Context: an optimization exercise on an open-source flow, tuned for small area. The choices shown serve that exercise and are no tape-out recipe. Function was checked by simulation only, so behaviour that the tests miss may differ from the original. No activity file was given, so power comes from the tool's default toggle rates.

== job 1655 ==
==> flow/design.v (excerpt) <==
module udp_echo_top (
    input  logic                     clk,
    input  logic                     rst,
    input  logic                     i_hdr_valid,
    input  udp_proto_pkg::ip_addr_t  i_src_ip,
    input  udp_proto_pkg::udp_port_t i_src_port,
    input  udp_proto_pkg::udp_port_t i_dst_port,
    input  udp_proto_pkg::udp_len_t  i_length,
    input  logic                     i_pay_valid,
    input  logic [7:0]               i_pay_data,
    input  logic                     i_pay_last,
    input  logic                     i_hdr_ready,
    input  logic                     i_pay_ready,
    output logic                     o_hdr_valid,
    output udp_proto_pkg::ip_addr_t  o_dst_ip,
    output udp_proto_pkg::udp_port_t o_src_port,
    output udp_proto_pkg::udp_port_t o_dst_port,
    output udp_proto_pkg::udp_len_t  o_length,
    output logic                     o_pay_valid,
    output logic [7:0]               o_pay_data,
  ...
export LEC_CHECK = 0
export CAP_MARGIN = 20
export CORE_MARGIN = 2
export CORE_UTILIZATION = 45
export PLACE_DENSITY = 0.5
export SLEW_MARGIN = 20
export SYNTH_HIERARCHICAL = 1
create_clock -name core_clock -period 8.0 [get_ports {clk}]
standard.sh (not shown) runs the stock make flow with config.mk's settings and CLKGATE_MAP_FILE= SYNTH_SCRIPT=/design/flow/synth_recipe.tcl, a recipe that flattens the netlist after the stock synthesis.
==> flow/flow/run.sh <==
#!/bin/bash
# Standard ORFS layout with two changes: the port buffers are the smallest
# plain buffer (buf_1) and CTS builds larger sink clusters without dummy loads.
set -euo pipefail
cd "$(dirname "$0")/.."
export BUFFER_PORTS_ARGS="-buffer_cell sky130_fd_sc_hd__buf_1"
export CTS_ARGS="-sink_clustering_enable -repair_clock_nets -sink_clustering_size 9 -sink_clustering_max_diameter 45 -buf_list {sky130_fd_sc_hd__clkbuf_4 sky130_fd_sc_hd__clkbuf_8} -dont_use_dummy_load"
bash standard.sh > standard_make.log 2>&1
## Diff of input files: job 8400 against job 1655
==> flow/flow/run.sh <==
#!/bin/bash
# Standard ORFS layout with two changes: the port buffers are the smallest
# plain buffer (buf_1) and CTS builds larger sink clusters without dummy loads.
set -euo pipefail
cd "$(dirname "$0")/.."
export BUFFER_PORTS_ARGS="-buffer_cell sky130_fd_sc_hd__buf_1"
export CTS_ARGS="-sink_clustering_enable -repair_clock_nets -sink_clustering_size 15 -sink_clustering_max_diameter 70 -buf_list sky130_fd_sc_hd__clkbuf_8 -dont_use_dummy_load"
bash standard.sh > standard_make.log 2>&1
[summary]
Fraction of synthesized cell area in xor and xnor cells delta (job 8400 -> job 1655): insignificant
[job 8400] clock period minus worst slack rose 0.029 ns relative to job 1655
[job 8400 vs job 1655] routed length on met2: lower in job 8400
Compared with job 1655, job 8400 shows wire length of the first global-routing pass lower by about 1.8%.
The share of total power in combinational logic number comes out higher for job 8400 vs job 1655.
Changes observed in job 8400 relative to job 1655: met2 usage in global routing decreased 0.81 points, clock network fraction of total power decreased 6.3 points, worst setup slack decreased 0.029 ns, endpoint arrival time on the critical path increased 0.02 ns, met1 wire length decreased 180 µm.
Compared with job 1655, job 8400 is more frugal on power.

* * *

== build 4 ==
The RTL this note starts from:
==> flow/design.v <==
package udp_proto_pkg;
    typedef logic [31:0] ip_addr_t;
    typedef logic [15:0] udp_port_t;
    typedef logic [15:0] udp_len_t;
    localparam udp_port_t ECHO_PORT = 16'd1234;
    localparam udp_len_t UDP_HDR_BYTES = 16'd8;
endpackage
package echo_buf_pkg;
    localparam int PAYLOAD_DEPTH = 64;
    localparam int HDR_DEPTH = 4;
    localparam int PAYLOAD_CNT_W = $clog2(PAYLOAD_DEPTH + 1);
    localparam int LEN_W = 6;
endpackage
`timescale 1ns/1ps
module aoi3_sel (
    input  logic [2:0] i_d,
    input  logic [2:0] i_sel,
    output logic       o_qn
);
    assign o_qn = !(|(i_d & i_sel));
endmodule
module sel5_bit (
    input  logic [4:0] i_d,
    input  logic [4:0] i_sel,
    output logic       o_q
);
    assign o_q = |(i_d & i_sel);
endmodule
module sel6_bit (
    input  logic [5:0] i_d,
    input  logic [5:0] i_sel,
    output logic       o_q
);
    assign o_q = |(i_d & i_sel);
endmodule
`timescale 1ns/1ps
module udp_echo_top (
    input  logic                     clk,
    input  logic                     rst,
    input  logic                     i_hdr_valid,
    input  udp_proto_pkg::ip_addr_t  i_src_ip,
    input  udp_proto_pkg::udp_port_t i_src_port,
    input  udp_proto_pkg::udp_port_t i_dst_port,
    input  udp_proto_pkg::udp_len_t  i_length,
    input  logic                     i_pay_valid,
    input  logic [7:0]               i_pay_data,
    input  logic                     i_pay_last,
    input  logic                     i_hdr_ready,
    input  logic                     i_pay_ready,
    output logic                     o_hdr_valid,
    output udp_proto_pkg::ip_addr_t  o_dst_ip,
    output udp_proto_pkg::udp_port_t o_src_port,
    output udp_proto_pkg::udp_port_t o_dst_port,
    output udp_proto_pkg::udp_len_t  o_length,
    output logic                     o_pay_valid,
    output logic [7:0]               o_pay_data,
    output logic                     o_pay_last
);
    localparam int LEN_W = echo_buf_pkg::LEN_W;    
    localparam int HW    = 32 + 16 + LEN_W;    
    function automatic logic [6:0] step7(input logic [6:0] q, input logic up, input logic dn);
        logic [6:0] t;
        logic       all1;
        logic       all0;
        for (int i = 0; i < 7; i++) begin
            all1 = 1'b1;
            all0 = 1'b1;
            for (int j = 0; j < i; j++) begin
                all1 = all1 & q[j];
                all0 = all0 & !q[j];
            end
            t[i] = (up & all1) | (dn & all0);
        end
        step7 = q ^ t;
    endfunction
    function automatic logic [2:0] step3(input logic [2:0] q, input logic up, input logic dn);
        logic [2:0] t;
        t[0] = up | dn;
        t[1] = (up & q[0]) | (dn & !q[0]);
        t[2] = (up & q[0] & q[1]) | (dn & !q[0] & !q[1]);
        step3 = q ^ t;
    endfunction
    function automatic logic le7(input logic [6:0] a, input logic [6:0] b);
        logic gt;
        logic eq;
        gt = 1'b0;
        eq = 1'b1;
        for (int i = 6; i >= 0; i--) begin
            gt = gt | (eq & a[i] & !b[i]);
            eq = eq & (a[i] == b[i]);
        end
        le7 = !gt;
    endfunction
    logic                 pass;      
    logic                 hdr_wr;    
    logic                 admit;
    logic                 len_ok;
    logic                 queue_ok;
    logic                 pay_wr;
    logic [2:0]           hn;
    logic [3:0][HW-1:0]   hq;
    logic                 pending;
    logic                 hdr_empty;
    logic                 hdr_rd;
    logic [6:0]           fr;
    logic [63:0][7:0]     pq;
    logic                 pay_rd;
    logic [LEN_W-1:0]     len_q;     
    logic                 tx_idle;
    assign len_ok   = (i_length[15:7] == '0) && (i_length[6:3] != '0) &&
                      le7(i_length[6:0], fr);
    assign queue_ok = (hn != 3'd4) || (hdr_wr && tx_idle);
    assign admit    = i_hdr_valid && (i_dst_port == udp_proto_pkg::ECHO_PORT) &&
                      len_ok && queue_ok;
    assign pay_wr    = pass && i_pay_valid;
    assign pending   = pass || hdr_wr;
    assign hdr_empty = (hn == 3'd0) || (hn == 3'd1 && pending);
    assign tx_idle   = !o_hdr_valid && !o_pay_valid;
    assign hdr_rd    = tx_idle && !hdr_empty;
    assign pay_rd    = o_pay_valid && i_pay_ready;
    always_ff @(posedge clk) begin
        if (rst) begin
            pass        <= 1'b0;
            hdr_wr      <= 1'b0;
            hn          <= '0;
            fr          <= 7'd72;
            o_hdr_valid <= 1'b0;
            o_pay_valid <= 1'b0;
        end else begin
            if (i_hdr_valid) begin
                pass <= admit;
            end else if (i_pay_valid && i_pay_last) begin
                pass <= 1'b0;
            end
            hdr_wr <= pass && i_pay_valid && i_pay_last;
            hn     <= step3(hn, admit && !hdr_rd, hdr_rd && !admit);
            fr     <= step7(fr, pay_rd && !pay_wr, pay_wr && !pay_rd);
            if (hdr_rd) begin
                o_hdr_valid <= 1'b1;
            end else if (o_hdr_valid && i_hdr_ready) begin
                o_hdr_valid <= 1'b0;
                o_pay_valid <= 1'b1;
            end else if (pay_rd && o_pay_last) begin
                o_pay_valid <= 1'b0;
            end
        end
    end
    always_ff @(posedge clk) begin
        if (admit) begin
            hq <= {hq[2:0], hq[3]};
            hq[1] <= {i_src_ip, i_src_port, i_length[LEN_W-1:0]};
        end
        if (pay_wr) begin
            pq <= {pq[62:0], pq[63]};
            pq[1] <= i_pay_data;
        end
    end
    logic [3:0]       hsel;
    logic [4:0]       osel;      
    logic [47:0]      ohdr_q;
    logic [47:0]      ohdr_d;
    logic [63:0]      psel;
    logic [7:0]       pay_head;
    always_comb begin
        hsel = '0;
        hsel[hn[1:0]] = 1'b1;
        osel = {!hdr_rd, hsel & {4{hdr_rd}}};
        for (int k = 0; k < 64; k++) begin
            psel[k] = (fr[5:0] == 6'(8 - k));
        end
    end
    logic [5:0]       lsel;
    logic [LEN_W-1:0] len_dec;
    logic [LEN_W-1:0] len_d;
    assign lsel    = {!(hdr_rd || pay_rd), pay_rd, hsel & {4{hdr_rd}}};
    assign len_dec = 6'(step7({1'b0, len_q}, 1'b0, 1'b1));
    for (genvar b = 0; b < LEN_W; b++) begin : g_lsel
        sel6_bit u_sel (
            .i_d   ({len_q[b], len_dec[b], hq[3][b], hq[2][b], hq[1][b], hq[0][b]}),
            .i_sel (lsel),
            .o_q   (len_d[b])
        );
    end
    for (genvar b = 0; b < 48; b++) begin : g_osel
        sel5_bit u_sel (
            .i_d   ({ohdr_q[b], hq[3][LEN_W+b], hq[2][LEN_W+b], hq[1][LEN_W+b], hq[0][LEN_W+b]}),
            .i_sel (osel),
            .o_q   (ohdr_d[b])
        );
    end
    always_ff @(posedge clk) begin
        ohdr_q <= ohdr_d;
        len_q  <= len_d;
    end
    assign o_dst_ip   = ohdr_q[47:16];
    assign o_dst_port = ohdr_q[15:0];
    for (genvar b = 0; b < 8; b++) begin : g_pbit
        logic [20:0] grp_n;
        for (genvar g = 0; g < 21; g++) begin : g_grp
            aoi3_sel u_aoi (
                .i_d   ({pq[3*g+2][b], pq[3*g+1][b], pq[3*g][b]}),
                .i_sel (psel[3*g +: 3]),
                .o_qn  (grp_n[g])
            );
        end
        assign pay_head[b] = !(&grp_n) || (pq[63][b] && psel[63]);
    end
    assign o_src_port = udp_proto_pkg::ECHO_PORT;
    assign o_length   = {9'b0, (len_q <= LEN_W'(8)), len_q};
    assign o_pay_data = pay_head;
    assign o_pay_last = (len_q == LEN_W'(9));
endmodule
Settings: LEC_CHECK=0, CAP_MARGIN=20, CORE_MARGIN=2, CORE_UTILIZATION=40, PLACE_DENSITY=0.45, SLEW_MARGIN=20, SYNTH_HIERARCHICAL=1; clock period 8.0 ns.
==> flow/flow/run.sh <==
#!/bin/bash
# Standard ORFS layout with two changes: the port buffers are the smallest
# plain buffer (buf_1) and CTS builds larger sink clusters without dummy loads.
set -euo pipefail
cd "$(dirname "$0")/.."
export BUFFER_PORTS_ARGS="-buffer_cell sky130_fd_sc_hd__buf_1"
export CTS_ARGS="-sink_clustering_enable -repair_clock_nets -sink_clustering_size 15 -sink_clustering_max_diameter 70 -buf_list sky130_fd_sc_hd__clkbuf_8 -dont_use_dummy_load"
bash standard.sh > standard_make.log 2>&1
Setup changes, build 4 to build 89
Settings: CORE_UTILIZATION now 45, was 40; PLACE_DENSITY now 0.65, was 0.45.
==> run notes <==
- Build 89 finished all stages; the layout is clean.
- Compared with build 4, build 89 shows core utilization higher by 5.1 points.
- Build 89 against build 4: hold slack shows a reduction of 0.024 ns; highest clock frequency the design can meet shows no meaningful change; area taken by multi-input logic gates shows no meaningful change.
- Looking at antenna diode count across build 4 and build 89, the one that comes out higher is build 89.
Input changes introduced in build 60 (baseline for comparison: build 89):
Settings: CAP_MARGIN now 5, was 20; PLACE_DENSITY now 0.5, was 0.65; SLEW_MARGIN now 5, was 20.
==> run notes <==
Post-route cell area essentially unchanged between build 89 and build 60. Build 89 -> build 60: flip-flop and latch share of the layout cell area flat. The power of build 60 and that of build 89 are within noise of each other. Between build 60 and build 89, the difference in utilization of the core after routing is negligible. Compared to build 89, build 60 has delay of the slowest critical-path stage 0.02 ns lower.

-- separate check: timing with driven ports --
No port has a modelled driver above. Below, the same layouts with a new extraction and two added sets of constraints.
Step 1 assumes that a clkbuf_16 drives the clock port and a buf_2 every other input.
Step 2, shift: input delay + t, output delay - t, t = (earliest + latest rising clock arrival at the registers) / 2. This alone moves slack from input paths to output paths.
Slacks: ideal / step 1 / step 2; pairs: ideal / step 1.
| run | shift t [ns] | setup slack, ns | worst hold slack (ns) |
|---|---|---|---|
| job 1655 | 0.724 | 2.444 / 2.388 / 3.112 | 0.404 / 0.404 / 0.404 |
| job 8400 | 0.752 | 2.415 / 2.356 / 3.108 | 0.413 / 0.413 / 0.413 |
| build 4 | 0.748 | 2.247 / 2.189 / 2.937 | 0.411 / 0.411 / 0.411 |
| build 89 | 0.726 | 2.256 / 2.194 / 2.920 | 0.387 / 0.387 / 0.387 |
| build 60 | 0.724 | 2.274 / 2.215 / 2.939 | 0.446 / 0.446 / 0.446 |
After both steps setup and hold are still met in every run listed.
